What follows belongs to an exercise in optimizing a design on an open flow for small area, a short achievable clock period and few clock cycles per item; a production flow would make more cautious choices.
The RTL was checked by simulation tests, not by an equivalence proof against the original design.
No activity file was given, so power comes from the tool's default toggle rates.

==> design.v <==
package tmcm_pkg;
  localparam int SCR_BITS = 10;
  localparam int CFG_DATA_BITS = 32;
  localparam int CFG_ADDR_BITS = 5;
  localparam int REG_IDX_BITS = 3;
  localparam logic [REG_IDX_BITS-1:0] REG_RAW_MIN_X   = 3'd0;
  localparam logic [REG_IDX_BITS-1:0] REG_RAW_MAX_X   = 3'd1;
  localparam logic [REG_IDX_BITS-1:0] REG_RAW_MIN_Y   = 3'd2;
  localparam logic [REG_IDX_BITS-1:0] REG_RAW_MAX_Y   = 3'd3;
  localparam logic [REG_IDX_BITS-1:0] REG_PRESS_THR   = 3'd4;
  localparam logic [REG_IDX_BITS-1:0] REG_ORIENT      = 3'd5;
  localparam logic [REG_IDX_BITS-1:0] REG_SCR_MAX_X   = 3'd6;
  localparam logic [REG_IDX_BITS-1:0] REG_SCR_MAX_Y   = 3'd7;
  localparam int RST_RAW_MIN = 550;
  localparam int RST_RAW_MAX = 3650;
  localparam int RST_PRESS_THR = 850;
  localparam logic [3:0] RST_ORIENT = 4'd13;
  localparam logic [SCR_BITS-1:0] RST_SCR_MAX_X = 10'd319;
  localparam logic [SCR_BITS-1:0] RST_SCR_MAX_Y = 10'd239;
  localparam int FLG_SWAP = 0;
  localparam int FLG_INV_X = 1;
  localparam int FLG_INV_Y = 2;
  localparam int FLG_LOW_Z = 3;
endpackage
module tmcm_regs #(
  parameter int RAW_BITS = 12
) (
  input  logic                                  clk,
  input  logic                                  rst_n,
  input  logic                                  psel,
  input  logic                                  penable,
  input  logic                                  pwrite,
  input  logic [tmcm_pkg::CFG_ADDR_BITS-1:0]    paddr,
  input  logic [tmcm_pkg::CFG_DATA_BITS-1:0]    pwdata,
  output logic [tmcm_pkg::CFG_DATA_BITS-1:0]    prdata,
  output logic [RAW_BITS-1:0]                   raw_min_x,
  output logic [RAW_BITS-1:0]                   raw_max_x,
  output logic [RAW_BITS-1:0]                   raw_min_y,
  output logic [RAW_BITS-1:0]                   raw_max_y,
  output logic [RAW_BITS-1:0]                   press_thr,
  output logic [3:0]                            orient,
  output logic [tmcm_pkg::SCR_BITS-1:0]         scr_max_x,
  output logic [tmcm_pkg::SCR_BITS-1:0]         scr_max_y
);
  localparam int DW = tmcm_pkg::CFG_DATA_BITS;
  logic [RAW_BITS-1:0] raw_min_x_r, raw_max_x_r, raw_min_y_r, raw_max_y_r, press_thr_r;
  logic [3:0] orient_r;
  logic [tmcm_pkg::SCR_BITS-1:0] scr_max_x_r, scr_max_y_r;
  logic [tmcm_pkg::REG_IDX_BITS-1:0] idx;
  logic wr_en;
  assign idx = paddr[tmcm_pkg::CFG_ADDR_BITS-1:2];
  assign wr_en = psel & penable & pwrite;
  always_ff @(posedge clk) begin
    if (!rst_n) begin
      raw_min_x_r <= RAW_BITS'(tmcm_pkg::RST_RAW_MIN);
      raw_max_x_r <= RAW_BITS'(tmcm_pkg::RST_RAW_MAX);
      raw_min_y_r <= RAW_BITS'(tmcm_pkg::RST_RAW_MIN);
      raw_max_y_r <= RAW_BITS'(tmcm_pkg::RST_RAW_MAX);
      press_thr_r <= RAW_BITS'(tmcm_pkg::RST_PRESS_THR);
      orient_r    <= tmcm_pkg::RST_ORIENT;
      scr_max_x_r <= tmcm_pkg::RST_SCR_MAX_X;
      scr_max_y_r <= tmcm_pkg::RST_SCR_MAX_Y;
    end else if (wr_en) begin
      case (idx)
        tmcm_pkg::REG_RAW_MIN_X: raw_min_x_r <= pwdata[RAW_BITS-1:0];
        tmcm_pkg::REG_RAW_MAX_X: raw_max_x_r <= pwdata[RAW_BITS-1:0];
        tmcm_pkg::REG_RAW_MIN_Y: raw_min_y_r <= pwdata[RAW_BITS-1:0];
        tmcm_pkg::REG_RAW_MAX_Y: raw_max_y_r <= pwdata[RAW_BITS-1:0];
        tmcm_pkg::REG_PRESS_THR: press_thr_r <= pwdata[RAW_BITS-1:0];
        tmcm_pkg::REG_ORIENT:    orient_r    <= pwdata[3:0];
        tmcm_pkg::REG_SCR_MAX_X: scr_max_x_r <= pwdata[tmcm_pkg::SCR_BITS-1:0];
        tmcm_pkg::REG_SCR_MAX_Y: scr_max_y_r <= pwdata[tmcm_pkg::SCR_BITS-1:0];
        default: ;
      endcase
    end
  end
  always_comb begin
    case (idx)
      tmcm_pkg::REG_RAW_MIN_X: prdata = DW'(raw_min_x_r);
      tmcm_pkg::REG_RAW_MAX_X: prdata = DW'(raw_max_x_r);
      tmcm_pkg::REG_RAW_MIN_Y: prdata = DW'(raw_min_y_r);
      tmcm_pkg::REG_RAW_MAX_Y: prdata = DW'(raw_max_y_r);
      tmcm_pkg::REG_PRESS_THR: prdata = DW'(press_thr_r);
      tmcm_pkg::REG_ORIENT:    prdata = DW'(orient_r);
      tmcm_pkg::REG_SCR_MAX_X: prdata = DW'(scr_max_x_r);
      tmcm_pkg::REG_SCR_MAX_Y: prdata = DW'(scr_max_y_r);
      default:                 prdata = '0;
    endcase
  end
  assign raw_min_x = raw_min_x_r;
  assign raw_max_x = raw_max_x_r;
  assign raw_min_y = raw_min_y_r;
  assign raw_max_y = raw_max_y_r;
  assign press_thr = press_thr_r;
  assign orient    = orient_r;
  assign scr_max_x = scr_max_x_r;
  assign scr_max_y = scr_max_y_r;
endmodule
module tmcm_median #(
  parameter int RAW_BITS = 12
) (
  input  logic                clk,
  input  logic                rst_n,
  input  logic                fire,
  input  logic [RAW_BITS-1:0] sx,
  input  logic [RAW_BITS-1:0] sy,
  input  logic [RAW_BITS-1:0] sz,
  input  logic [RAW_BITS-1:0] thr,
  input  logic                low_z,
  output logic [1:0]          phase,
  output logic [RAW_BITS-1:0] mx,
  output logic [RAW_BITS-1:0] my,
  output logic                touched
);
  logic [1:0]          phase_r;
  logic [RAW_BITS-1:0] hx0_r, hx1_r, hy0_r, hy1_r;
  logic                ltx_r, lty_r;
  logic                hz0_r, hz1_r;
  logic                t_r;
  logic                zpass;
  logic                x_a, x_b, y_a, y_b;
  function automatic logic [1:0] med_pick(
    input logic [RAW_BITS-1:0] a,
    input logic [RAW_BITS-1:0] b,
    input logic [RAW_BITS-1:0] c,
    input logic                ab
  );
    logic ac, bc;
    ac = (a < c);
    bc = (b < c);
    med_pick = {ab ^ ac, ab == bc};
  endfunction
  assign zpass = ~((sz ^ {RAW_BITS{low_z}}) < (thr ^ {RAW_BITS{low_z}}));
  assign phase = phase_r;
  assign {x_a, x_b} = med_pick(hx0_r, hx1_r, sx, ltx_r);
  assign {y_a, y_b} = med_pick(hy0_r, hy1_r, sy, lty_r);
  always_ff @(posedge clk) begin
    if (!rst_n) phase_r <= 2'd0;
    else if (fire) phase_r <= phase_r[1] ? 2'd0 : phase_r + 2'd1;
  end
  always_ff @(posedge clk) begin
    if (fire && phase_r == 2'd0) begin
      hx0_r <= sx;
      hy0_r <= sy;
      hz0_r <= zpass;
    end
    if (fire && phase_r == 2'd1) begin
      hz1_r <= zpass;
      ltx_r <= (hx0_r < sx);
      lty_r <= (hy0_r < sy);
    end
    if (fire && (phase_r == 2'd1 || (phase_r[1] && (x_a || !x_b))))
      hx1_r <= (phase_r[1] && x_a) ? hx0_r : sx;
    if (fire && (phase_r == 2'd1 || (phase_r[1] && (y_a || !y_b))))
      hy1_r <= (phase_r[1] && y_a) ? hy0_r : sy;
    if (fire && phase_r[1])
      t_r <= (hz0_r & hz1_r) | (hz0_r & zpass) | (hz1_r & zpass);
  end
  assign mx = hx1_r;
  assign my = hy1_r;
  assign touched = t_r;
endmodule
module tmcm_addbk #(
  parameter int W = 13
) (
  input  logic [W-1:0] a,
  input  logic [W-1:0] b,
  input  logic         cin,
  output logic [W-1:0] s
);
  localparam int TOP = 2 ** ($clog2(W) - 1);
  logic [W-1:0] g, p, gg, pp;
  always_comb begin
    g  = a & b;
    p  = a ^ b;
    gg = g;
    pp = p;
    gg[0] = g[0] | (p[0] & cin);
    for (int d = 1; d < W; d = d * 2)
      for (int i = 2 * d - 1; i < W; i = i + 2 * d) begin
        gg[i] = gg[i] | (pp[i] & gg[i-d]);
        pp[i] = pp[i] & pp[i-d];
      end
    for (int d = TOP; d >= 1; d = d / 2)
      for (int i = 3 * d - 1; i < W; i = i + 2 * d) begin
        gg[i] = gg[i] | (pp[i] & gg[i-d]);
        pp[i] = pp[i] & pp[i-d];
      end
    s = p ^ {gg[W-2:0], cin};
  end
endmodule
module tmcm_mulcsa #(
  parameter int NW = 12,
  parameter int MW = 10
) (
  input  logic [NW-1:0]    a,
  input  logic [MW-1:0]    b,
  output logic [NW+MW-1:0] s,
  output logic [NW+MW-1:0] c
);
  localparam int W = NW + MW;
  logic [W-1:0] row [MW];
  logic [W-1:0] l1 [7];
  logic [W-1:0] l2 [5];
  logic [W-1:0] l3 [4];
  logic [W-1:0] l4 [3];
  function automatic logic [2*W-1:0] csa(
    input logic [W-1:0] x,
    input logic [W-1:0] y,
    input logic [W-1:0] z
  );
    logic [W-1:0] sum, cy;
    sum = x ^ y ^ z;
    cy  = (x & y) | (x & z) | (y & z);
    csa = {cy[W-2:0], 1'b0, sum};
  endfunction
  always_comb begin
    for (int j = 0; j < MW; j++) row[j] = W'(a & {NW{b[j]}}) << j;
    {l1[1], l1[0]} = csa(row[0], row[1], row[2]);
    {l1[3], l1[2]} = csa(row[3], row[4], row[5]);
    {l1[5], l1[4]} = csa(row[6], row[7], row[8]);
    l1[6] = row[9];
    {l2[1], l2[0]} = csa(l1[0], l1[1], l1[2]);
    {l2[3], l2[2]} = csa(l1[3], l1[4], l1[5]);
    l2[4] = l1[6];
    {l3[1], l3[0]} = csa(l2[0], l2[1], l2[2]);
    l3[2] = l2[3];
    l3[3] = l2[4];
    {l4[1], l4[0]} = csa(l3[0], l3[1], l3[2]);
    l4[2] = l3[3];
    {c, s} = csa(l4[0], l4[1], l4[2]);
  end
endmodule
module tmcm_muldiv #(
  parameter int RAW_BITS = 12
) (
  input  logic                                   clk,
  input  logic                                   load,
  input  logic                                   step,
  input  logic [RAW_BITS+tmcm_pkg::SCR_BITS-1:0] prod,
  input  logic [RAW_BITS-1:0]                    den,
  input  logic [RAW_BITS:0]                      den3,
  output logic [tmcm_pkg::SCR_BITS-1:0]          quo,
  output logic [tmcm_pkg::SCR_BITS-1:0]          quo_next
);
  localparam int SB = tmcm_pkg::SCR_BITS;
  localparam int RW = RAW_BITS + 1;
  logic [RW-1:0] r_r, r1, r2;
  logic [SB-1:0] pq_r;
  function automatic logic [RW-1:0] add_bk(
    input logic [RW-1:0] x,
    input logic [RW-1:0] y,
    input logic          cin
  );
    logic [RW-1:0] g, p, gg, pp;
    g  = x & y;
    p  = x ^ y;
    gg = g;
    pp = p;
    gg[0] = g[0] | (p[0] & cin);
    for (int d = 1; d < RW; d = d * 2)
      for (int i = 2 * d - 1; i < RW; i = i + 2 * d) begin
        gg[i] = gg[i] | (pp[i] & gg[i-d]);
        pp[i] = pp[i] & pp[i-d];
      end
    for (int d = 8; d >= 1; d = d / 2)
      for (int i = 3 * d - 1; i < RW; i = i + 2 * d) begin
        gg[i] = gg[i] | (pp[i] & gg[i-d]);
        pp[i] = pp[i] & pp[i-d];
      end
    add_bk = p ^ {gg[RW-2:0], cin};
  endfunction
  logic [RW-1:0] dd, dd3, t1, t2, k_ge, k_lt, c_ge, c_lt;
  logic          sub1;
  always_comb begin
    dd   = {1'b0, den};
    dd3  = den3;
    sub1 = ~r_r[RW-1];
    t1   = {r_r[RW-2:0], pq_r[SB-1]};
    t2   = {r_r[RW-3:0], pq_r[SB-1], pq_r[SB-2]};
    r1   = add_bk(t1, sub1 ? ~dd : dd, sub1);
    k_ge = sub1 ? ~dd3 : dd;
    k_lt = sub1 ? ~dd : dd3;
    c_ge = add_bk(t2, k_ge, sub1);
    c_lt = add_bk(t2, k_lt, sub1);
    r2   = r1[RW-1] ? c_lt : c_ge;
  end
  always_ff @(posedge clk) begin
    if (load) begin
      r_r  <= {1'b0, prod[RAW_BITS+SB-1:SB]};
      pq_r <= prod[SB-1:0];
    end else if (step) begin
      r_r  <= r2;
      pq_r <= {pq_r[SB-3:0], ~r1[RW-1], ~r2[RW-1]};
    end
  end
  assign quo = pq_r;
  assign quo_next = {pq_r[SB-3:0], ~r1[RW-1], ~r2[RW-1]};
endmodule
module touch_median_calibrate_map #(
  parameter int RAW_BITS = 12
) (
  input  logic                                  clk,
  input  logic                                  rst_n,
  input  logic                                  in_tvalid,
  output logic                                  in_tready,
  input  logic [((3*RAW_BITS+7)/8)*8-1:0]       in_tdata,
  output logic                                  out_tvalid,
  input  logic                                  out_tready,
  output logic [23:0]                           out_tdata,
  output logic                                  out_tuser,
  input  logic                                  cfg_psel,
  input  logic                                  cfg_penable,
  input  logic                                  cfg_pwrite,
  input  logic [tmcm_pkg::CFG_ADDR_BITS-1:0]    cfg_paddr,
  input  logic [tmcm_pkg::CFG_DATA_BITS-1:0]    cfg_pwdata,
  output logic [tmcm_pkg::CFG_DATA_BITS-1:0]    cfg_prdata,
  output logic                                  cfg_pready
);
  localparam int SB = tmcm_pkg::SCR_BITS;
  localparam int PW = RAW_BITS + SB;
  logic [RAW_BITS-1:0] raw_min_x, raw_max_x, raw_min_y, raw_max_y, press_thr;
  logic [3:0]          orient;
  logic [SB-1:0]       scr_max_x, scr_max_y;
  logic                in_fire, start, adv;
  logic [1:0]          phase;
  logic [RAW_BITS-1:0] mx, my;
  logic                touched;
  logic                wr_en;
  logic [RAW_BITS-1:0] thr_eff;
  logic                low_z_eff;
  logic [9:1]          v_r, s_r;
  logic                sel_r;
  logic [RAW_BITS-1:0] den_x_r, den_y_r;
  logic                empty_x, empty_y;
  logic                ax, mir;
  logic [RAW_BITS-1:0] v, lo, hi, dn, num, num_r;
  logic [RAW_BITS:0]   a, b;
  logic [RAW_BITS+1:0] c;
  logic [SB-1:0]       smax_m;
  logic [PW-1:0]       ps, pc, ps_r, pc_r, prod;
  logic [SB-1:0]       xq [2];
  logic [SB-1:0]       xqn [2];
  logic [SB-1:0]       yq [2];
  logic [SB-1:0]       yqn [2];
  logic [1:0]          xt_r;
  logic [SB-1:0]       qx, qy;
  logic                tt;
  logic                out_valid_r, out_touched_r;
  logic [SB-1:0]       out_x_r, out_y_r;
  assign cfg_pready = 1'b1;
  tmcm_regs #(.RAW_BITS(RAW_BITS)) u_regs (
    .clk       (clk),
    .rst_n     (rst_n),
    .psel      (cfg_psel),
    .penable   (cfg_penable),
    .pwrite    (cfg_pwrite),
    .paddr     (cfg_paddr),
    .pwdata    (cfg_pwdata),
    .prdata    (cfg_prdata),
    .raw_min_x (raw_min_x),
    .raw_max_x (raw_max_x),
    .raw_min_y (raw_min_y),
    .raw_max_y (raw_max_y),
    .press_thr (press_thr),
    .orient    (orient),
    .scr_max_x (scr_max_x),
    .scr_max_y (scr_max_y)
  );
  assign wr_en = cfg_psel & cfg_penable & cfg_pwrite;
  assign thr_eff = (wr_en && cfg_paddr[4:2] == tmcm_pkg::REG_PRESS_THR) ?
                   cfg_pwdata[RAW_BITS-1:0] : press_thr;
  assign low_z_eff = (wr_en && cfg_paddr[4:2] == tmcm_pkg::REG_ORIENT) ?
                     cfg_pwdata[tmcm_pkg::FLG_LOW_Z] : orient[tmcm_pkg::FLG_LOW_Z];
  logic sure;
  assign sure = ~(v_r[9] & out_valid_r);
  always_comb begin
    case (phase)
      2'd0:    in_tready = 1'b1;
      2'd1:    in_tready = ~v_r[1] & (~v_r[2] | sure);
      default: in_tready = ~(v_r[1] | v_r[2]) & sure;
    endcase
  end
  assign in_fire = in_tvalid & in_tready;
  assign start   = in_fire & phase[1];
  tmcm_median #(.RAW_BITS(RAW_BITS)) u_median (
    .clk     (clk),
    .rst_n   (rst_n),
    .fire    (in_fire),
    .sx      (in_tdata[RAW_BITS-1:0]),
    .sy      (in_tdata[2*RAW_BITS-1:RAW_BITS]),
    .sz      (in_tdata[3*RAW_BITS-1:2*RAW_BITS]),
    .thr     (thr_eff),
    .low_z   (low_z_eff),
    .phase   (phase),
    .mx      (mx),
    .my      (my),
    .touched (touched)
  );
  assign adv = ~(v_r[9] & out_valid_r & ~out_tready);
  always_ff @(posedge clk) begin
    if (!rst_n) begin
      v_r   <= '0;
      sel_r <= 1'b0;
    end else if (adv) begin
      v_r <= {v_r[8:1], start};
      if (start) sel_r <= ~sel_r;
    end
  end
  always_ff @(posedge clk) begin
    if (adv) s_r <= {s_r[8:1], sel_r};
  end
  logic [RAW_BITS:0] span_x, span_y;
  logic [RAW_BITS:0] den3_x_r, den3_y_r;
  logic              empty_x_r, empty_y_r;
  logic [RAW_BITS:0] den3_x, den3_y;
  tmcm_addbk #(.W(RAW_BITS+1)) u_span_x (
    .a ({1'b0, raw_max_x}), .b (~{1'b0, raw_min_x}), .cin (1'b1), .s (span_x));
  tmcm_addbk #(.W(RAW_BITS+1)) u_span_y (
    .a ({1'b0, raw_max_y}), .b (~{1'b0, raw_min_y}), .cin (1'b1), .s (span_y));
  tmcm_addbk #(.W(RAW_BITS+1)) u_den3_x (
    .a ({1'b0, den_x_r}), .b ({den_x_r, 1'b0}), .cin (1'b0), .s (den3_x));
  tmcm_addbk #(.W(RAW_BITS+1)) u_den3_y (
    .a ({1'b0, den_y_r}), .b ({den_y_r, 1'b0}), .cin (1'b0), .s (den3_y));
  always_ff @(posedge clk) begin
    den_x_r   <= span_x[RAW_BITS-1:0];
    den_y_r   <= span_y[RAW_BITS-1:0];
    empty_x_r <= span_x[RAW_BITS] | ~|span_x[RAW_BITS-1:0];
    empty_y_r <= span_y[RAW_BITS] | ~|span_y[RAW_BITS-1:0];
    den3_x_r  <= den3_x;
    den3_y_r  <= den3_y;
  end
  assign empty_x = empty_x_r;
  assign empty_y = empty_y_r;
  always_comb begin
    ax  = v_r[2];
    v   = (orient[tmcm_pkg::FLG_SWAP] ^ ax) ? my : mx;
    lo  = ax ? raw_min_y : raw_min_x;
    hi  = ax ? raw_max_y : raw_max_x;
    dn  = ax ? den_y_r : den_x_r;
    mir = ax ? orient[tmcm_pkg::FLG_INV_Y] : orient[tmcm_pkg::FLG_INV_X];
    a   = {1'b0, v} - {1'b0, lo};
    b   = {1'b0, hi} - {1'b0, v};
    c   = {2'b0, lo} + {2'b0, hi} - {2'b0, v};
    if (mir) begin
      if (c[RAW_BITS+1])    num = dn;
      else if (b[RAW_BITS]) num = '0;
      else if (a[RAW_BITS]) num = dn;
      else                  num = b[RAW_BITS-1:0];
    end else begin
      if (a[RAW_BITS])      num = '0;
      else if (b[RAW_BITS]) num = dn;
      else                  num = a[RAW_BITS-1:0];
    end
  end
  always_ff @(posedge clk) begin
    if (adv) num_r <= num;
  end
  assign smax_m = v_r[3] ? scr_max_y : scr_max_x;
  tmcm_mulcsa #(.NW(RAW_BITS), .MW(SB)) u_mul (
    .a (num_r),
    .b (smax_m),
    .s (ps),
    .c (pc)
  );
  always_ff @(posedge clk) begin
    if (adv) begin
      ps_r <= ps;
      pc_r <= pc;
    end
  end
  tmcm_addbk #(.W(PW)) u_cpa (.a (ps_r), .b (pc_r), .cin (1'b0), .s (prod));
  for (genvar e = 0; e < 2; e++) begin : g_eng
    logic x_load, x_step, y_load, y_step;
    assign x_load = adv & v_r[3] & (s_r[3] == e[0]);
    assign x_step = adv & |(v_r[8:4] & ~(s_r[8:4] ^ {5{e[0]}}));
    assign y_load = adv & v_r[4] & (s_r[4] == e[0]);
    assign y_step = adv & |(v_r[8:5] & ~(s_r[8:5] ^ {4{e[0]}}));
    tmcm_muldiv #(.RAW_BITS(RAW_BITS)) u_x (
      .clk      (clk),
      .load     (x_load),
      .step     (x_step),
      .prod     (prod),
      .den      (den_x_r),
      .den3     (den3_x_r),
      .quo      (xq[e]),
      .quo_next (xqn[e])
    );
    tmcm_muldiv #(.RAW_BITS(RAW_BITS)) u_y (
      .clk      (clk),
      .load     (y_load),
      .step     (y_step),
      .prod     (prod),
      .den      (den_y_r),
      .den3     (den3_y_r),
      .quo      (yq[e]),
      .quo_next (yqn[e])
    );
    always_ff @(posedge clk) begin
      if (x_load) xt_r[e] <= touched;
    end
  end
  assign qx = s_r[9] ? xq[1] : xq[0];
  assign qy = s_r[9] ? yqn[1] : yqn[0];
  assign tt = s_r[9] ? xt_r[1] : xt_r[0];
  always_ff @(posedge clk) begin
    if (!rst_n) out_valid_r <= 1'b0;
    else if (v_r[9] && adv) out_valid_r <= 1'b1;
    else if (out_tready) out_valid_r <= 1'b0;
  end
  always_ff @(posedge clk) begin
    if (v_r[9] && adv) begin
      out_touched_r <= tt;
      out_x_r       <= (tt && !empty_x) ? qx : '0;
      out_y_r       <= (tt && !empty_y) ? qy : '0;
    end
  end
  assign out_tvalid = out_valid_r;
  assign out_tuser  = out_touched_r;
  assign out_tdata  = {4'd0, out_y_r, out_x_r};
endmodule
==> run.sh <==
#!/bin/bash
# synth_recipe.tcl (not shown) runs the flow's synth.tcl, then flattens the netlist and writes it again
# the make line also repeats each setting of config.mk as NAME=value (left out here)
make -C /OpenROAD-flow-scripts/flow DESIGN_CONFIG=/design/flow/config.mk WORK_HOME=/design/flow/orfs CLKGATE_MAP_FILE= SYNTH_SCRIPT=/design/flow/synth_recipe.tcl finish
==> config.mk <==
export PLATFORM = sky130hd
export DESIGN_NAME = touch_median_calibrate_map
export DESIGN_NICKNAME = touch_median_calibrate_map
export VERILOG_FILES = /design/flow/design.v
export SDC_FILE = /design/flow/constraint.sdc
export NUM_CORES = 4
export LEC_CHECK = 0
export CAP_MARGIN = 20
export CORE_MARGIN = 2
export CORE_UTILIZATION = 65
export SETUP_SLACK_MARGIN = 2.95
export SLEW_MARGIN = 20
==> constraint.sdc <==
create_clock -name core_clock -period 7.0 [get_ports {clk}]
set_input_delay 1.4000 -clock core_clock [delete_from_list [all_inputs] [get_ports {clk}]]
set_output_delay 1.4000 -clock core_clock [all_outputs]
set_load 0.01 [all_outputs]
==> results of run 1 <==
[metrics by stage]
stage	power [W]	utilization	hold WS, ns
after floorplan	0.004437	-	0.4003
after global placement	0.005048	0.6840	0.4072
after detailed placement	0.005146	0.6845	0.4304
after CTS	0.007495	0.7347	0.4475
after global routing	0.007962	0.7463	0.4614
final	0.007514	0.7463	0.4463
[flip-flops by register name (all words and copies together), names as in the netlist, 12 cells and up]
| register | flops |
|---|---|
| num_r | 12 |
| g_eng.u_x.r_r | 26 |
| g_eng.u_y.pq_r | 20 |
| u_median.hy0_r | 12 |
| u_regs.raw_max_y_r | 12 |
| u_regs.raw_max_x_r | 12 |
| u_regs.raw_min_y_r | 12 |
| u_median.hy1_r | 12 |
| u_regs.press_thr_r | 12 |
| den_x_r | 12 |
| u_regs.raw_min_x_r | 12 |
| ps_r | 21 |
| den_y_r | 12 |
| g_eng.u_y.r_r | 26 |
| den3_y_r | 13 |
| den3_x_r | 13 |
| u_median.hx1_r | 12 |
| pc_r | 16 |
| u_median.hx0_r | 12 |
| g_eng.u_x.pq_r | 20 |
[logic make-up (layout without fill, tap and decap cells)]
logic type,after synthesis,in the layout
multiplexers,198,199
AND/OR/NAND/NOR,888,889
XOR/XNOR,166,166
adder cells (fa/ha/maj),483,483
AO/OA/AOI/OAI,571,571
flip-flops,375,375
buffers and inverters,444,553
other,2,26
[cell usage in the layout (no fill, tap or decap), types with 12 or more instances in the layout]
master           instances
o21ai_0                123
nand3_1                 43
mux2_2                  48
mux2i_1                131
nand2_1                402
o211ai_1                34
a211oi_1                25
nor2b_1                100
a21oi_2                 12
inv_1                  278
and2_1                  22
nor3_1                  39
xnor2_1                111
a21boi_0                50
buf_4                   67
clkdlybuf4s50_1         75
clkbuf_16               45
a21o_1                  46
edfxtp_1               222
dfxtp_1                143
or2_2                   12
fa_1                   180
o21a_1                  27
nor2_1                 156
ha_1                   297
xor2_1                  47
a21oi_1                124
conb_1                  25
nand2b_1                51
[layer usage]
metal | vias to the layer above | track usage | share of wire
li1 | 10940 | - | -
met1 | 11280 | 0.4311 | 0.40
met2 | 897 | 0.5830 | 0.48
met3 | 227 | 0.04541 | 0.067
met4 | 0 | 0.1550 | 0.051
met5 | - | 0 | 0
[worst max path at each step]
stage / from / endpoint / slack [ns] / cells past startpoint
after floorplan: cfg_paddr[4] / u_median.t_r / 2.96 / 13
after global placement: cfg_paddr[4] / u_median.t_r / 1.41 / 12
after detailed placement: cfg_paddr[4] / u_median.t_r / 1.35 / 12
after CTS: cfg_paddr[2] / cfg_prdata[2] / 2.83 / 8
after global routing: v_r[2] / num_r[4] / 2.86 / 16
final: cfg_paddr[3] / cfg_prdata[10] / 2.90 / 8
[worst reg2reg max path: stages (launching register included)]
cell	delay, ns
dfxtp_4	0.35
buf_12	0.13
xnor2_4	0.12
buf_6	0.17
buf_8	0.15
buf_4	0.15
mux2_2	0.36
inv_2	0.08
fa_1	0.43
ha_4	0.25
a21oi_2	0.14
o21ai_1	0.08
a21o_1	0.21
a2111oi_4	0.42
buf_4	0.20
a2111oi_4	0.04
buf_4	0.16
a32oi_1	0.21
o22ai_1	0.10
[timing repair]
item / 4_1_cts / 5_1_grt
cloned: 10 / 1
pin swaps: 28 / 39
setup endpoints to repair: 186 / 113
resized for setup: 140 / 94
buffers inserted: 37 / 20
[report_power, final]
group | switching (W) | leakage [nW] | total [W] | internal [W]
clock | 0.000968 | 0.682 | 0.00229 | 0.00132
sequential | 0.000165 | 3.41 | 0.00274 | 0.00258
combinational | 0.00140 | 10.5 | 0.00248 | 0.00108
[final cells by class]
cell class              instances  area [um^2]
well taps                     607        759.5
repair inverters                2        15.01
multi-input cells            2333        19550
clock inverters                27        262.8
inverters                     286         1095
flip-flops and latches        375         9754
diodes                          1        2.502
clock buffers                  52         1151
fillers                      3266        11730
repair buffers                186         1933
==> impl_results.md, run 1 <==
- Asr flop ratio synth: 0
- Gr usage total: 0.3410
- Post-synth top cells: 407 x nand2_1, 299 x ha_1, 285 x inv_1
- Num CTS Buffers: 43
- Post-synthesis mux area share: 0.06843
- Die extent in x: 219.8 um
- Wire per inst: 21.18 um
- Pin count of the biggest net entering global routing: 63
- Remaining DRCs: 0
- CTS sink cnt: 375
- Hold path depth: 0
- Critical Path Sink Type: output pin
- Largest family of logic cells by synthesized area: adder cells
- Mapped Cells: 3127
- FF-to-FF path depth: 18
- Crit path kind: input pin to output pin
- Fin. Hold Viols: 0
- Global route total overflow: 0
- Root cell of the clock tree: clkbuf_16
- Avg Inst Size Synth: 9.683 um^2
- Power Density: 217.6 mW/mm^2
- Worst EP required: 5.60 ns
- Vias in the first global route: 23230
- Vias: 23340
- Non-filler cells, final: 3869
- Yosys top cell by area: edfxtp_1
- Clock latency on the worst-skew pair: 0.60 ns
- Area delta synth->final: 14.02%
- DP Area: 0.03167 mm^2
- Reg2reg end: num_r[4]
- Crit-path cells: buf_4 > buf_12 > buf_12 > mux2i_2 > nor2_1 > a21oi_2 > o32ai_2 > clkdlybuf4s15_2
- CP max stage cell: clkdlybuf4s15_2
- Worst vdd ir: 0.2087 mV
- Initial Utilization: 0.6545
- Startpoint types: input pin
- Worst-Margin Slew: 1.181 ns
- Crit path buffers/inverters: 4
- HP Start: den_x_r[0]
- Share of cells above drive strength 1: 0.1138
- Hold/Removal Path Class: flop to flop
- Final nets: 3793
- Synth warn: 16
- Post-route minimum period: 4.099 ns
- First-pass GRT wire length: 126.4 mm
- Post-Synth XOR/XNOR Area: 0.04802
- Gpl congestion: 0.9656
- Compound-cell area share of the yosys netlist: 0.1251
- Core Footprint: 0.04626 mm^2
- Worst slew margin: 0.2072
- Max FO, Critical Path: 6
- Post-Synth Adder-Cell Area: 0.2449
- Worst path max stage delay: 0.28 ns
- Max H-tree Level: 2
- Mapped Area: 0.03028 mm^2
- Status: complete, no violations
- Top cell by count, worst path: buf_12
- Vias per cell: 6.033
- Fin area: 0.03453 mm^2
- Final Routed Wirelength: 81.93 mm
- Worst hold endpoint: den3_x_r[0]
- Seq/Total Area, Yosys: 0.3213
- Final TNS setup: 0 ns
- Top cell type's share of synthesized area: 0.2202
- EDFF count, synth: 222
- Placed cells: 3721
- Clock skew: 0.02871 ns
- Fin worst setup slack: 2.901 ns
- CP arrival: 2.70 ns
- CTS tree: built
- Ports: 144
- Clock slew seen by the registers of the worst setup and hold paths: 0.06 ns
- PortBufs: 92
- DP HPWL: 60.90 mm
- Max-cap violations: 0
- Peak Freq: 244.0 MHz
- Top Family by Delay on Critical Path: buffers and inverters
- Reg2reg setup slack: 2.99 ns
- Main area contributors after synthesis: edfxtp_1 22%, ha_1 12%, fa_1 12%
- Die ar.: 0.04833 mm^2
- CTS max path bufs: 3
- Post-synth cell types: 77
- Iter 0 DRT Violations: 1810
- Yosys reg bits: 375
- RSZ-0062 raised after global routing: true
- Ys flop type: edfxtp_1
- Pre-CTS setup slack: 1.354 ns
- Most numerous cell in the Yosys netlist: nand2_1
- Final setup fails: 0
- RR Startpoint: v_r[2]
- Detail Route Antenna Nets: 0
- Die Ht: 219.8 um
- Num rows: 79
- Leakage: 14.58 nW
- Hold_buf cts: 0
- Final Max Tran Viols: 0
- Final period util: 0.5855
- Initial antenna violation count: 1
- Pre-Repair DR Iteration Count: 6
- Simple-gate share of the synthesized area: 0.1337
Testbench counts, summed over its fixed seeds: cycles 19,520, items 6,400.
==> run 2: changes to the inputs <==
--- a/config.mk
+++ b/config.mk
@@ -9,3 +9,5 @@
 export CORE_MARGIN = 2
-export CORE_UTILIZATION = 65
+export CORE_UTILIZATION = 40
+export CTS_BUF_LIST = sky130_fd_sc_hd__clkbuf_4 sky130_fd_sc_hd__clkbuf_8
+export CTS_CLUSTER_SIZE = 40
 export SETUP_SLACK_MARGIN = 2.95
==> run 2 against run 1 <==
Compared with the run above:
- sequential power is essentially flat
- still clean
- hold slack lost 0.016 ns
- critical path type unchanged
- setup slack gained 0.066 ns
- critical path depth shrank 1
==> impl_results.md, run 2 <==
- Status: complete, no violations
- Largest registers: g_eng.u_x.r_r (26), g_eng.u_y.r_r (26), ps_r (21)
- Initial Utilization: 0.4054 (-0.2492)
- First-pass GRT wire length: 129.8 mm (+2.7%)
- Top cell by count, worst path: buf_12
- CTS tree: built
- Gpl congestion: 0.8878 (-8.1%)
- Top cell type's share of synthesized area: 0.2202 (unchanged)
- Max FO, Critical Path: 9 (+3)
- Fillers: 7041 (+120%)
- Top routing layer used: met4
- Pre-Repair DR Iteration Count: 5 (-1)
- Fin. Hold Viols: 0 (unchanged)
- Vias: 22740 (-2.6%)
- Seq/Total Area, Yosys: 0.3213 (unchanged)
- PortBufs: 92 (unchanged)
- Mapped Area: 0.03028 mm^2 (unchanged)
- Commonest cells after routing, fill and taps aside: 403 x nand2_1, 299 x ha_1, 279 x inv_1
- Startpoint types: input pin
- Clock latency on the worst-skew pair: 0.67 ns (+0.07 ns)
- Commonest non-fill, non-tap cell in the layout: nand2_1
- Final setup fails: 0 (unchanged)
- Hold_buf cts: 0 (unchanged)
- Synth warn: 16 (unchanged)
- Peak Freq: 248.0 MHz (+1.6%)
- Clock slew seen by the registers of the worst setup and hold paths: 0.05 ns (about the same)
- Gr usage total: 0.2152 (-0.1258)
- Root cell of the clock tree: clkbuf_8
- Worst-Margin Slew: 1.164 ns (-0.01691 ns)
- Worst path max stage delay: 0.39 ns (+0.11 ns)
- Die extent in x: 279.1 um (+27%)
- Die Ht: 279.1 um (+27%)
- Asr flop ratio synth: 0 (unchanged)
- Iter 0 DRT Violations: 1691 (-6.6%)
- Avg Inst Size Synth: 9.683 um^2 (unchanged)
- Final period util: 0.5761 (-0.009449)
- Post-synth cell types: 77 (unchanged)
- Reg2reg setup slack: 3.04 ns (+0.05 ns)
- Num rows: 100 (+27%)
- CP max stage cell: or3_4
- Top Family by Delay on Critical Path: buffers and inverters
- Ports: 144 (unchanged)
- Remaining DRCs: 0 (unchanged)
- DRT met1 WL: 38.30 mm (+17%)
- Met3 WL: 4.190 mm (-23%)
- EDFF count, synth: 222 (unchanged)
- Worst slew margin: 0.2186 (+0.01135)
- CP arrival: 2.63 ns (-0.07 ns)
- Ys flop type: edfxtp_1
- Crit path buffers/inverters: 4 (unchanged)
- Final TNS setup: 0 ns (unchanged)
- Hold/Removal Path Class: flop to flop
- Global route total overflow: 0 (unchanged)
- Routed met2 length: 38.59 mm (-2.5%)
- DP HPWL: 62.27 mm (+2.3%)
- Post-synth top cells: 407 x nand2_1, 299 x ha_1, 285 x inv_1
- Non-filler cells, final: 4271 (+10%)
- Main area contributors after synthesis: edfxtp_1 22%, ha_1 12%, fa_1 12%
- Placed cells: 4087 (+9.8%)
- Worst vdd ir: 0.1384 mV (-34%)
- Power Density: 217.8 mW/mm^2 (about the same)
- Vias in the first global route: 22540 (-3.0%)
- Share of cells above drive strength 1: 0.1184 (+0.004680)
- Worst EP required: 5.60 ns (about the same)
- Post-route minimum period: 4.033 ns (-0.06614 ns)
- Final nets: 3814 (+0.55%)
- Mapped Cells: 3127 (unchanged)
- RSZ-0062 raised after global routing: true
- Max-cap violations: 0 (unchanged)
- Initial antenna violation count: 1 (unchanged)
- Die ar.: 0.07791 mm^2 (+61%)
- Final total power: 0.007576 W (+0.82%)
- CTS sink cnt: 375 (unchanged)
- Crit-path cells: buf_12 > buf_8 > buf_12 > or3_4 > nor2_1 > a211oi_2 > clkdlybuf4s15_2
- Crit path kind: input pin to output pin
- CTS max path bufs: 3 (unchanged)
- Core Footprint: 0.07470 mm^2 (+61%)
- Worst hold slack: 0.4308 ns (-0.01551 ns)
- Max H-tree Level: 3 (+1)
- Critical Path Sink Type: output pin
- Most numerous cell in the Yosys netlist: nand2_1
- Clock skew: 0.03573 ns (+0.007017 ns)
- Yosys reg bits: 375 (unchanged)
- Pin count of the biggest net entering global routing: 98 (+56%)
- Final Max Tran Viols: 0 (unchanged)
- Final Util: 0.4656 (-0.2808)
- Leakage: 14.59 nW (about the same)
- Detail Route Antenna Nets: 0 (unchanged)
- Final Routed Wirelength: 84.22 mm (+2.8%)
- Yosys top cell by area: edfxtp_1
- Area delta synth->final: 14.85%
- Vias per cell: 5.324 (-12%)
- Wire per inst: 19.72 um (-6.9%)
- Num CTS Buffers: 71 (+65%)
## run 2: changes by cell type in the layout (fill, tap and decap cells not counted), moves of 5 or more
cell        change
clkinvlp_4      -5
clkbuf_16      -42
o221ai_2        -9
buf_4           -6
clkbuf_1        -6
a21oi_1         +7
clkbuf_4       +26
clkbuf_8       +78
buf_12          +5
a21oi_2         -7
o221ai_1        +9
## run 2: worst register-to-register path, delay by kind of cell (launching register included)
kind | cells | cell delay, ns
and+or+nand+nor | 1 | 0.07
adders and majority gates | 5 | 2.52
DFF | 1 | 0.42
buffers and inverters | 4 | 0.42
muxes | 1 | 0.27
## run 2: worst paths after layout
| path | startpoint | to | cells past startpoint |
|---|---|---|---|
| worst max-delay path | cfg_paddr[3] | cfg_prdata[7] | 7 |
| worst min-delay path | s_r[2] | s_r[3] | 0 |
| worst max register to register | v_r[3] | ps_r[10] | 11 |
| worst min register to register | s_r[2] | s_r[3] | 0 |
## run 2: logic make-up after synthesis
family	after synthesis	synth area share
compound gates	571	0.1251
mux	198	0.06843
fa+ha+maj	483	0.2449
simple gates	888	0.1337
flops	375	0.3213
xor+xnor	166	0.04802
other cells	2	0.0002480
buf+inv	444	0.05831
## run 2: what timing repair did
item	4_1_cts	5_1_grt
endpoints found under the setup margin	155	128
cloned	5	4
resized for setup	124	77
buffers inserted	29	19
pin swaps	15	17
## run 2: stage by stage
| step | instance area (um^2) | setup WS (ns) |
|---|---|---|
| after floorplan | 30470 | 2.957 |
| after global placement | 32150 | 1.318 |
| after detailed placement | 32150 | 1.375 |
| after CTS | 34310 | 2.796 |
| after global routing | 34780 | 2.921 |
| final | 34780 | 2.967 |
## run 2: where the power goes
group | internal (W) | switching (W)
combinational | 0.00109 | 0.00145
sequential | 0.00258 | 0.000172
clock | 0.00127 | 0.00101
## run 2: layout make-up
cell class	instances	area, um^2	area share
clock buffers	107	1310	0.03767
repair buffers	178	1826	0.05249
diodes	1	2.502	0.00007196
well taps	969	1212	0.03486
repair inverters	2	12.51	0.0003598
flip-flops and latches	375	9751	0.2804
multi-input cells	2334	19400	0.5580
clock inverters	19	166.4	0.004785
inverters	286	1092	0.03141
## run 2: metal layers
layer | up-vias | GRT usage
li1 | 10970 | -
met1 | 10950 | 0.2933
met2 | 650 | 0.3486
met3 | 166 | 0.02753
met4 | 0 | 0.08147
met5 | - | 0
==> run 3: changes to the inputs <==
--- a/config.mk
+++ b/config.mk
@@ -14 +14,2 @@
 export SLEW_MARGIN = 20
+export TNS_END_PERCENT = 10
==> run 3 against run 2 <==
Compared with the run above:
- area after synthesis stayed put
- critical path depth is 2 higher
- hold slack got worse by 0.014 ns
- clock power grew 6%
- setup slack got worse by 0.055 ns
- sequential cell count stayed put
- maximum frequency fell by 1.4%
- critical path type unchanged
- largest cell class unchanged
- largest power group unchanged
==> impl_results.md, run 3 <==
- Final Routed Wirelength: 83.99 mm (-0.27%)
- Iter 0 DRT Violations: 1484 (-12%)
- Detail Route Antenna Nets: 0 (unchanged)
- GRT busiest layer: met2
- Post-synth cell types: 77 (unchanged)
- Mapped Cells: 3127 (unchanged)
- Synth warn: 16 (unchanged)
- Worst vdd ir: 0.1578 mV (+14%)
- GR Util met1: 0.2847 (-0.008635)
- Max-cap violations: 0 (unchanged)
- Clock latency on the worst-skew pair: 0.69 ns (+0.02 ns)
- Fin. Hold Viols: 0 (unchanged)
- Yosys reg bits: 375 (unchanged)
- Hold/Removal Path Class: flop to flop
- Crit path kind: input pin to output pin
- Avg Inst Size Synth: 9.683 um^2 (unchanged)
- Final Max Tran Viols: 0 (unchanged)
- Reg2reg setup slack: 3.00 ns (-0.04 ns)
- Clock skew: 0.04825 ns (+0.01252 ns)
- Root cell of the clock tree: clkbuf_8
- Global route total overflow: 0 (unchanged)
- Fin area: 0.03508 mm^2 (+0.88%)
- EDFF count, synth: 222 (unchanged)
- First-pass GRT wire length: 129.0 mm (-0.58%)
- Die extent in x: 279.1 um (unchanged)
- Leakage: 14.83 nW (+1.7%)
- CTS tree: built
- Worst EP required: 5.60 ns (about the same)
- Pre-Repair DR Iteration Count: 7 (+2)
- Initial antenna violation count: 2 (+1)
- Pin count of the biggest net entering global routing: 98 (unchanged)
- Share of cells above drive strength 1: 0.1275 (+0.009096)
- Top cell type's share of synthesized area: 0.2202 (unchanged)
- Power Density: 218.1 mW/mm^2 (+0.13%)
- Area delta synth->final: 15.86%
- Worst path max stage delay: 0.17 ns (-0.22 ns)
- CP max stage cell: buf_4
- Clock slew seen by the registers of the worst setup and hold paths: 0.05 ns (about the same)
- PortBufs: 92 (unchanged)
- Asr flop ratio synth: 0 (unchanged)
- CTS max path bufs: 3 (unchanged)
- Peak Freq: 244.6 MHz (-1.4%)
- Met3 GRT Util: 0.03355 (+0.006025)
- CP arrival: 2.69 ns (+0.06 ns)
- Post-synth top cells: 407 x nand2_1, 299 x ha_1, 285 x inv_1
- Remaining DRCs: 0 (unchanged)
- Seq/Total Area, Yosys: 0.3213 (unchanged)
- Num rows: 100 (unchanged)
- RR Startpoint: v_r[2]
- Startpoint types: input pin
- Max H-tree Level: 3 (unchanged)
- Post-route minimum period: 4.088 ns (+0.05528 ns)
- Die ar.: 0.07791 mm^2 (unchanged)
- Ys flop type: edfxtp_1
- Vias per cell: 5.273 (-0.95%)
- Reg2reg end: num_r[9]
- Status: complete, no violations
- Mapped Area: 0.03028 mm^2 (unchanged)
- Crit-path cells: buf_4 > buf_8 > clkinvlp_4 > buf_4 > nor2_1 > a22o_1 > a21oi_1 > nor2_1 > buf_2
- Num CTS Buffers: 73 (+2.8%)
- Final period util: 0.5840 (+0.007897)
- Ports: 144 (unchanged)
- Final nets: 3846 (+0.84%)
- GR Util met2: 0.3486 (about the same)
- Commonest cells after routing, fill and taps aside: 405 x nand2_1, 299 x ha_1, 282 x inv_1
- DP Area: 0.03214 mm^2 (about the same)
- Most numerous cell in the Yosys netlist: nand2_1
- Critical Path Stages: 9 (+2)
- RSZ-0062 raised after global routing: true
- Final TNS setup: 0 ns (unchanged)
- Top Family by Delay on Critical Path: buffers and inverters
- Yosys top cell by area: edfxtp_1
- Initial Utilization: 0.4054 (unchanged)
- CTS sink cnt: 375 (unchanged)
- DP HPWL: 62.79 mm (+0.83%)
- Commonest non-fill, non-tap cell in the layout: nand2_1
- Gpl congestion: 0.8704 (-2.0%)
- Critical Path Sink Type: output pin
- Die Ht: 279.1 um (unchanged)
- Main area contributors after synthesis: edfxtp_1 22%, ha_1 12%, fa_1 12%
- Worst-Margin Slew: 1.022 ns (-0.1421 ns)
- Wire per inst: 19.48 um (-1.2%)
- Max FO, Critical Path: 7 (-2)
- Vias in the first global route: 22610 (+0.28%)
- FF-to-FF path depth: 17 (+6)
- Core Footprint: 0.07470 mm^2 (unchanged)
- Crit path from: cfg_paddr[2]
- Largest registers: g_eng.u_x.r_r (26), g_eng.u_y.r_r (26), ps_r (21)
- Crit path buffers/inverters: 5 (+1)
- Vias: 22740 (unchanged)
- Final setup fails: 0 (unchanged)
- End of the critical path: cfg_prdata[2]
- Worst slew margin: 0.3140 (+0.09540)
- Gr usage total: 0.2132 (-0.001931)
-- run 3: area by class of cell --
type	instances	area, um^2
fill	7027	39620
timing repair inverter	1	7.507
clock inverter	16	191.4
tap	969	1212
sequential	375	9756
inverter	286	1094
clock buffer	119	1406
multi-input combinational	2333	19380
timing repair buffer	210	2024
antenna	3	7.507
-- run 3: metal layers --
| layer | wire length, um | vias to the layer above |
|---|---|---|
| met5 | 0 | - |
| met4 | 3001 | 0 |
| met3 | 4744 | 152 |
| met2 | 38840 | 638 |
| met1 | 37410 | 10910 |
| li1 | - | 11040 |
-- run 3: metrics by stage --
stage	hold slack, ns	setup WS, ns	std cells	utilization	power (W)
floorplan	0.4003	2.686	3150	-	0.004435
global placement	0.4007	1.498	4090	0.4303	0.005149
detailed placement	0.4098	1.504	4090	0.4303	0.005191
CTS	0.4178	2.682	4264	0.4598	0.007664
global route	0.4252	2.841	4310	0.4696	0.008139
finish	0.4168	2.912	4312	0.4696	0.007652
-- run 3: power breakdown --
| group | total [W] | internal (W) | switching [W] |
|---|---|---|---|
| registers | 0.00276 | 0.00258 | 0.000176 |
| logic | 0.00247 | 0.00108 | 0.00139 |
| clock network | 0.00243 | 0.00139 | 0.00103 |
-- run 3: worst min path at each step --
| stage | start | to | slack [ns] | cells after the start |
|---|---|---|---|---|
| after detailed placement | s_r[2] | s_r[3] | 0.41 | 0 |
| final | s_r[2] | s_r[3] | 0.42 | 0 |
| after global placement | s_r[2] | s_r[3] | 0.40 | 0 |
| after CTS | s_r[2] | s_r[3] | 0.42 | 0 |
| after floorplan | s_r[1] | s_r[2] | 0.40 | 0 |
| after global routing | s_r[2] | s_r[3] | 0.43 | 0 |
-- run 3: repair_timing --
item,in CTS,in global routing
pin swaps,8,18
cloned,3,5
resized for setup,112,77
endpoints found under the setup margin,165,130
buffers inserted,36,40
hold buffers,0,0
hold endpoints to repair,0,0
-- run 3: cell families (layout without fill, tap and decap cells) --
logic type,count (synthesis),in the layout,synth area share
simple gates,888,889,0.1337
compound gates,571,571,0.1251
fa+ha+maj,483,483,0.2449
other cells,2,28,0.0002480
flops,375,375,0.3213
mux,198,199,0.06843
buf+inv,444,632,0.05831
xor+xnor,166,166,0.04802
-- run 3: worst reg2reg max path: stages (launching register included) --
cell and delay, ns:
dfxtp_4 0.38, xnor2_4 0.23, buf_2 0.25, mux2i_1 0.33, inv_1 0.14, fa_1 0.50
inv_1 0.05, ha_1 0.17, a21o_1 0.17, a21oi_1 0.14, o21ai_0 0.10, a21o_1 0.22
a2111oi_4 0.35, buf_4 0.20, buf_4 0.12, mux2i_1 0.18, o211ai_1 0.10, o22ai_1 0.21
==> run 4: changes to the inputs <==
--- a/config.mk
+++ b/config.mk
@@ -7,2 +7,3 @@
 export LEC_CHECK = 0
+export ABC_CLOCK_PERIOD_IN_PS = 4000
 export CAP_MARGIN = 20
@@ -14,2 +15 @@
 export SLEW_MARGIN = 20
-export TNS_END_PERCENT = 10
==> run 4 against run 3 <==
Compared with the run above:
- still clean on timing, DRC and antenna
- utilization shrank 0.41 points
- critical path depth is 2 lower
- sequential share of layout area rose by 0.23 points
- critical endpoint is now cfg_prdata[7]
==> impl_results.md, run 4 <==
- Leakage: 14.59 nW (-1.6%)
- Max H-tree Level: 3 (unchanged)
- Post-synth top cells: 407 x nand2_1, 299 x ha_1, 285 x inv_1
- Detail Route Antenna Nets: 0 (unchanged)
- Die Ht: 279.1 um (unchanged)
- Vias per cell: 5.324 (+0.96%)
- CTS tree: built
- Switch Pwr: 0.002633 W (+1.4%)
- Ys flop type: edfxtp_1
- Yosys reg bits: 375 (unchanged)
- Clock slew seen by the registers of the worst setup and hold paths: 0.05 ns (about the same)
- Post-synth cell types: 77 (unchanged)
- Final Max Tran Viols: 0 (unchanged)
- CP arrival: 2.63 ns (-0.06 ns)
- Avg Inst Size Synth: 9.683 um^2 (unchanged)
- Vias: 22740 (unchanged)
- Crit path buffers/inverters: 4 (-1)
- PortBufs: 92 (unchanged)
- Worst vdd ir: 0.1384 mV (-12%)
- HP Start: s_r[2]
- Clock skew: 0.03573 ns (-0.01252 ns)
- Asr flop ratio synth: 0 (unchanged)
- Fin. Hold Viols: 0 (unchanged)
- Synth warn: 16 (unchanged)
- Hold_buf cts: 0 (unchanged)
- DRT met1 WL: 38.30 mm (+2.4%)
- Initial Utilization: 0.4054 (unchanged)
- Gate power share: 0.334 (+0.011)
- Clock power frac: 0.302 (-0.015)
- Worst EP required: 5.60 ns (about the same)
- P_int: 0.004942 W (-2.2%)
- DP HPWL: 62.27 mm (-0.82%)
- Gr usage total: 0.2152 (+0.001931)
- Crit path kind: input pin to output pin
- FF-to-FF path depth: 11 (-6)
- Num CTS Buffers: 71 (-2.7%)
- Gpl congestion: 0.8878 (+2.0%)
- RR Startpoint: v_r[3]
- Power Density: 217.8 mW/mm^2 (-0.13%)
- Num rows: 100 (unchanged)
- Share of cells above drive strength 1: 0.1184 (-0.009096)
- Commonest non-fill, non-tap cell in the layout: nand2_1
- Mapped Area: 0.03028 mm^2 (unchanged)
- Routed met2 length: 38.59 mm (-0.63%)
- Final period util: 0.5761 (-0.007897)
- Top cell by count, worst path: buf_12
- Max FO, Critical Path: 9 (+2)
- Final setup fails: 0 (unchanged)
- Wire per inst: 19.72 um (+1.2%)
- Pre-Repair DR Iteration Count: 5 (-2)
- Most numerous cell in the Yosys netlist: nand2_1
- Post-route minimum period: 4.033 ns (-0.05528 ns)
- Main area contributors after synthesis: edfxtp_1 22%, ha_1 12%, fa_1 12%
- EDFF count, synth: 222 (unchanged)
- Area delta synth->final: 14.85%
- Final total power: 0.007576 W (-0.99%)
- Top Family by Delay on Critical Path: buffers and inverters
- Worst slew margin: 0.2186 (-0.09540)
- Initial antenna violation count: 1 (-1)
- Core Footprint: 0.07470 mm^2 (unchanged)
- Clock latency on the worst-skew pair: 0.67 ns (-0.02 ns)
- Status: complete, no violations
- Die extent in x: 279.1 um (unchanged)
- Final nets: 3814 (-0.83%)
- Pin count of the biggest net entering global routing: 98 (unchanged)
- RSZ-0062 raised after global routing: true
- Hold/Removal Path Class: flop to flop
- Critical Path Sink Type: output pin
- Remaining DRCs: 0 (unchanged)
- Ports: 144 (unchanged)
- Largest registers: g_eng.u_x.r_r (26), g_eng.u_y.r_r (26), ps_r (21)
- CTS sink cnt: 375 (unchanged)
- Root cell of the clock tree: clkbuf_8
- Seq/Total Area, Yosys: 0.3213 (unchanged)
- Top cell type's share of synthesized area: 0.2202 (unchanged)
- Reg2reg setup slack: 3.04 ns (+0.04 ns)
- Final Routed Wirelength: 84.22 mm (+0.27%)
- Top routing layer used: met4
- Peak Freq: 248.0 MHz (+1.4%)
- Iter 0 DRT Violations: 1691 (+14%)
- Met3 WL: 4.190 mm (-12%)
- Worst path max stage delay: 0.39 ns (+0.22 ns)
- CP max stage cell: or3_4
- Commonest cells after routing, fill and taps aside: 403 x nand2_1, 299 x ha_1, 279 x inv_1
- Global route total overflow: 0 (unchanged)
- First-pass GRT wire length: 129.8 mm (+0.59%)
- Sequential power share: 0.363 (+0.003)
- Vias in the first global route: 22540 (-0.28%)
- Crit-path cells: buf_12 > buf_8 > buf_12 > or3_4 > nor2_1 > a211oi_2 > clkdlybuf4s15_2
- Max-cap violations: 0 (unchanged)
- Crit path from: cfg_paddr[3]
- Yosys top cell by area: edfxtp_1
- Worst hold endpoint: s_r[3]
- Switching Share: 0.3476 (+0.008255)
- CTS max path bufs: 3 (unchanged)
- Startpoint types: input pin
- Reg2reg end: ps_r[10]
- Worst-Margin Slew: 1.164 ns (+0.1421 ns)
- Die ar.: 0.07791 mm^2 (unchanged)
- Mapped Cells: 3127 (unchanged)
- Hold path depth: 0 (unchanged)
- Final TNS setup: 0 ns (unchanged)
==> run 4: cell count changes in the layout (fill, tap and decap cells not counted), moves of 4 or more <==
cell      previous run  this run
buf_4               96        61
clkbuf_4            37        26
clkinv_2             3         9
nor2_1             160       156
nor2_2               1         5
o21ai_0            126       120
o21ai_1              4        11
==> run 4: area by class of cell <==
cell class	count	area [um^2]
antenna	1	2.502
clock buffer	107	1310
clock inverter	19	166.4
fill	7041	39920
inverter	286	1092
multi-input combinational	2334	19400
sequential	375	9751
tap	969	1212
timing repair buffer	178	1826
timing repair inverter	2	12.51
==> run 4: metal layers <==
metal  global-route usage  up-vias
met2               0.3486      650
met4              0.08147        0
met1               0.2933    10950
met3              0.02753      166
met5                    0        -
li1                     -    10970
==> run 4: power groups by stage <==
stage | logic (W) | registers [W] | clock network, W
global route | 0.00286 | 0.00277 | 0.00243
CTS | 0.00250 | 0.00275 | 0.00236
floorplan | 0.00174 | 0.00270 | 0
detailed placement | 0.00244 | 0.00280 | 0
global placement | 0.00241 | 0.00280 | 0
finish | 0.00253 | 0.00275 | 0.00229
==> run 4: worst register-to-register path, cell delays in order (launching register included) <==
cell and delay (ns):
dfxtp_4 0.42, buf_12 0.17, mux2i_4 0.27, buf_12 0.16, nor2b_1 0.07, fa_1 0.53, inv_1 0.06, fa_1 0.58
fa_1 0.45, fa_1 0.47, fa_1 0.49, inv_1 0.03
==> run 4: how the worst max path moves through the flow <==
stage | endpoint | slack (ns) | cells after the start
6_report | cfg_prdata[7] | 2.97 | 7
5_1_grt | num_r[11] | 2.92 | 16
4_1_cts | cfg_prdata[9] | 2.80 | 7
3_5_place_dp | u_median.t_r | 1.38 | 9
3_3_place_gp | u_median.t_r | 1.32 | 12
2_1_floorplan | u_median.t_r | 2.96 | 13
==> run 4: kinds of logic after synthesis <==
group | share of synthesized area
and+or+nand+nor | 0.1337
AOI/OAI and AO/OA | 0.1251
adders and majority gates | 0.2449
buffers and inverters | 0.05831
DFF | 0.3213
muxes | 0.06843
xor gates and xnor gates | 0.04802
other | 0.0002480
==> run 4: repair_timing <==
item,in CTS,in global routing
gates cloned,5,4
setup endpoints to repair,155,128
setup buffers,29,19
endpoints found under the hold margin,0,0
resized for setup,124,77
pin swaps,15,17
==> run 4: metrics by stage <==
stage          std cells  utilization  cell area, um^2  setup WS [ns]  hold WS, ns
5_1_grt             4271       0.4656            34780          2.921       0.4302
3_5_place_dp        4087       0.4304            32150          1.375       0.4137
4_1_cts             4247       0.4593            34310          2.796       0.4291
3_3_place_gp        4087       0.4304            32150          1.318       0.4076
6_report            4271       0.4656            34780          2.967       0.4308
2_1_floorplan       3150            -            30470          2.957       0.4003
==> run 5: changes to the inputs <==
--- a/config.mk
+++ b/config.mk
@@ -7,3 +7,2 @@
 export LEC_CHECK = 0
-export ABC_CLOCK_PERIOD_IN_PS = 4000
 export CAP_MARGIN = 20
@@ -12,3 +11,4 @@
 export CTS_BUF_LIST = sky130_fd_sc_hd__clkbuf_4 sky130_fd_sc_hd__clkbuf_8
-export CTS_CLUSTER_SIZE = 40
+export CTS_CLUSTER_DIAMETER = 55
+export CTS_CLUSTER_SIZE = 30
 export SETUP_SLACK_MARGIN = 2.95
==> run 5 against run 4 <==
Compared with the run above:
- still clean
- setup slack got worse by 0.019 ns
- register-to-register slack about the same
- count of clock-buffer cells in the layout decreased by 52
- wire length decreased by 1.0%
- global-route usage decreased by 0.16 points
- sequential power about the same
- clock skew increased by 0.034 ns
- first-iteration DRC count increased by 12%
- critical endpoint unchanged
- highest routed layer unchanged
==> impl_results.md, run 5 <==
- CTS sink cnt: 375 (unchanged)
- Yosys top cell by area: edfxtp_1
- Avg Inst Size Synth: 9.683 um^2 (unchanged)
- Detail Route Antenna Nets: 0 (unchanged)
- CP arrival: 2.65 ns (+0.02 ns)
- Num CTS Buffers: 49 (-31%)
- CTS tree: built
- Share of cells above drive strength 1: 0.1094 (-0.009007)
- Startpoint types: input pin
- Wire per inst: 19.68 um (-0.18%)
- Hold path depth: 0 (unchanged)
- PortBufs: 92 (unchanged)
- Clock skew: 0.06932 ns (+0.03359 ns)
- Final total power: 0.007214 W (-4.8%)
- Final period util: 0.5788 (+0.002667)
- Final nets: 3789 (-0.66%)
- Initial antenna violation count: 2 (+1)
- Post-synth cell types: 77 (unchanged)
- Die ar.: 0.07791 mm^2 (unchanged)
- Fin. Hold Viols: 0 (unchanged)
- Leakage: 14.35 nW (-1.6%)
- HP Start: s_r[2]
- Core Footprint: 0.07470 mm^2 (unchanged)
- Vias: 22600 (-0.62%)
- Max-cap violations: 0 (unchanged)
- First-pass GRT wire length: 129.3 mm (-0.36%)
- Post-synth top cells: 407 x nand2_1, 299 x ha_1, 285 x inv_1
- Global route total overflow: 0 (unchanged)
- Die Ht: 279.1 um (unchanged)
- FF-to-FF path depth: 11 (unchanged)
- Worst hold endpoint: s_r[3]
- Pin count of the biggest net entering global routing: 98 (unchanged)
- Vias in the first global route: 22290 (-1.1%)
- Max H-tree Level: 2 (-1)
- Crit path kind: input pin to output pin
- Main area contributors after synthesis: edfxtp_1 22%, ha_1 12%, fa_1 12%
- Vias per cell: 5.338 (+0.25%)
- Hold/Removal Path Class: flop to flop
- Critical Path Sink Type: output pin
- Ports: 144 (unchanged)
- Final setup fails: 0 (unchanged)
- RSZ-0062 raised after global routing: true
- Remaining DRCs: 0 (unchanged)
- EDFF count, synth: 222 (unchanged)
- Final TNS setup: 0 ns (unchanged)
- Pre-Repair DR Iteration Count: 5 (unchanged)
- Worst hold slack: 0.4309 ns (+0.0001080 ns)
- Gpl congestion: 0.8878 (unchanged)
- Final Routed Wirelength: 83.34 mm (-1.0%)
- Mapped Cells: 3127 (unchanged)
- Final Util: 0.4608 (-0.004774)
- Post-route minimum period: 4.051 ns (+0.01867 ns)
- DP HPWL: 62.27 mm (unchanged)
- Max FO, Critical Path: 9 (unchanged)
- RR Startpoint: v_r[3]
- Hold_buf cts: 0 (unchanged)
- Root cell of the clock tree: clkbuf_8
- Iter 0 DRT Violations: 1888 (+12%)
- Commonest non-fill, non-tap cell in the layout: nand2_1
- Initial Utilization: 0.4054 (unchanged)
- Most numerous cell in the Yosys netlist: nand2_1
- Peak Freq: 246.8 MHz (-0.46%)
- Fillers: 7037 (-0.057%)
- Clock slew seen by the registers of the worst setup and hold paths: 0.08 ns (+0.03 ns)
- Multi-input logic area: 0.01940 mm^2 (about the same)
- Reg2reg setup slack: 3.03 ns (about the same)
- Seq. cell area: 0.009748 mm^2 (about the same)
- Gr usage total: 0.2136 (-0.001579)
- Die extent in x: 279.1 um (unchanged)
- Asr flop ratio synth: 0 (unchanged)
- Clock latency on the worst-skew pair: 0.70 ns (+0.03 ns)
- Reg2reg end: ps_r[10]
- Status: complete, no violations
- Power Density: 209.6 mW/mm^2 (-3.8%)
- Area delta synth->final: 13.67%
- Yosys reg bits: 375 (unchanged)
- Num rows: 100 (unchanged)
- Final Max Tran Viols: 0 (unchanged)
- Ys flop type: edfxtp_1
- Synth warn: 16 (unchanged)
- Worst slew margin: 0.2628 (+0.04425)
- Seq/Total Area, Yosys: 0.3213 (unchanged)
- Mapped Area: 0.03028 mm^2 (unchanged)
- Largest registers: g_eng.u_x.r_r (26), g_eng.u_y.r_r (26), ps_r (21)
- Top cell type's share of synthesized area: 0.2202 (unchanged)
- CTS max path bufs: 3 (unchanged)
- Worst-Margin Slew: 1.102 ns (-0.06208 ns)
- Worst vdd ir: 0.1599 mV (+16%)
- Worst EP required: 5.60 ns (about the same)
- Commonest cells after routing, fill and taps aside: 402 x nand2_1, 299 x ha_1, 280 x inv_1
==> run 5: power breakdown <==
group	switching [W]	leakage [nW]	internal, W
Sequential	0.000165	3.41	0.00258
Combinational	0.00144	10.4	0.00108
Clock	0.00106	0.573	0.000886
==> run 5: metrics by stage <==
stage,instance area (um^2),setup slack [ns],instances
after floorplan,30470,2.957,3150
after global placement,32150,1.318,4087
after detailed placement,32150,1.375,4087
after CTS,33970,2.799,4209
after global routing,34410,2.931,4232
final,34420,2.949,4234
==> run 5: layout make-up <==
type / count / area share
inverters: 286 / 0.03174
diodes: 3 / 0.0002181
repair inverters: 2 / 0.0003635
well taps: 969 / 0.03522
clock inverters: 35 / 0.01218
flip-flops and latches: 375 / 0.2832
clock buffers: 55 / 0.02127
repair buffers: 175 / 0.05224
multi-input cells: 2334 / 0.5636
==> run 5: how the worst max path moves through the flow <==
stage               slack (ns)  depth (start not counted)             to         start
floorplan                 2.96                         13   u_median.t_r  cfg_paddr[4]
global placement          1.32                         12   u_median.t_r  cfg_paddr[4]
detailed placement        1.38                          9   u_median.t_r  cfg_paddr[4]
CTS                       2.80                          7  cfg_prdata[9]  cfg_paddr[3]
global route              2.93                         16      num_r[10]        v_r[2]
finish                    2.95                          7  cfg_prdata[7]  cfg_paddr[3]
==> run 5: what timing repair did <==
item                       4_1_cts  5_1_grt
buffers inserted                27       19
setup endpoints to repair      144      125
gates resized for setup        121       75
cloned                           5        3
pin swaps                       15       20
==> run 5: layer usage <==
metal / up-vias / wire length, um / GRT usage
met4: 0 / 3130 / 0.07747
met1: 10890 / 37940 / 0.2955
met3: 137 / 4301 / 0.02259
met2: 650 / 37970 / 0.3460
li1: 10920 / - / -
met5: - / 0 / 0
==> run 5: logic make-up after synthesis <==
logic type      count (synthesis)  share of synthesized area
flops                         375                     0.3213
fa+ha+maj                     483                     0.2449
xor+xnor                      166                    0.04802
simple gates                  888                     0.1337
mux                           198                    0.06843
compound gates                571                     0.1251
other cells                     2                  0.0002480
buf+inv                       444                    0.05831
==> run 5: critical path: stages <==
cell and delay [ns]:
buf_12 0.12, buf_8 0.12, buf_12 0.13, nor2_4 0.23, a221oi_2 0.12, a211oi_2 0.24, clkdlybuf4s15_2 0.28

==> separate check: timing with driven ports <==
No port has a modelled driver above. Below, the same layouts with a new extraction and two added sets of constraints.
Step 1 assumes that a clkbuf_16 drives the clock port and a buf_2 every other input.
Step 2 adds t to the input delays and takes it off the output delays; t is the mean of the earliest and latest rising clock arrival at the registers after step 1. Input paths then give back, and output paths get back, about the clock's delay inside the block.
Slacks: ideal ports / drivers / drivers and shift; pairs: ideal ports / drivers.
run	t (ns)	slack for setup (ns)	clock arrival spread, ns
run 1	0.647	2.901 / 2.838 / 2.397	0.029 / 0.029
run 2	0.713	2.967 / 2.914 / 2.373	0.035 / 0.036
run 3	0.728	2.912 / 2.745 / 2.389	0.049 / 0.049
run 4	0.713	2.967 / 2.914 / 2.373	0.035 / 0.036
run 5	0.720	2.949 / 2.898 / 2.395	0.070 / 0.069
After both steps setup and hold are still met in every run listed.
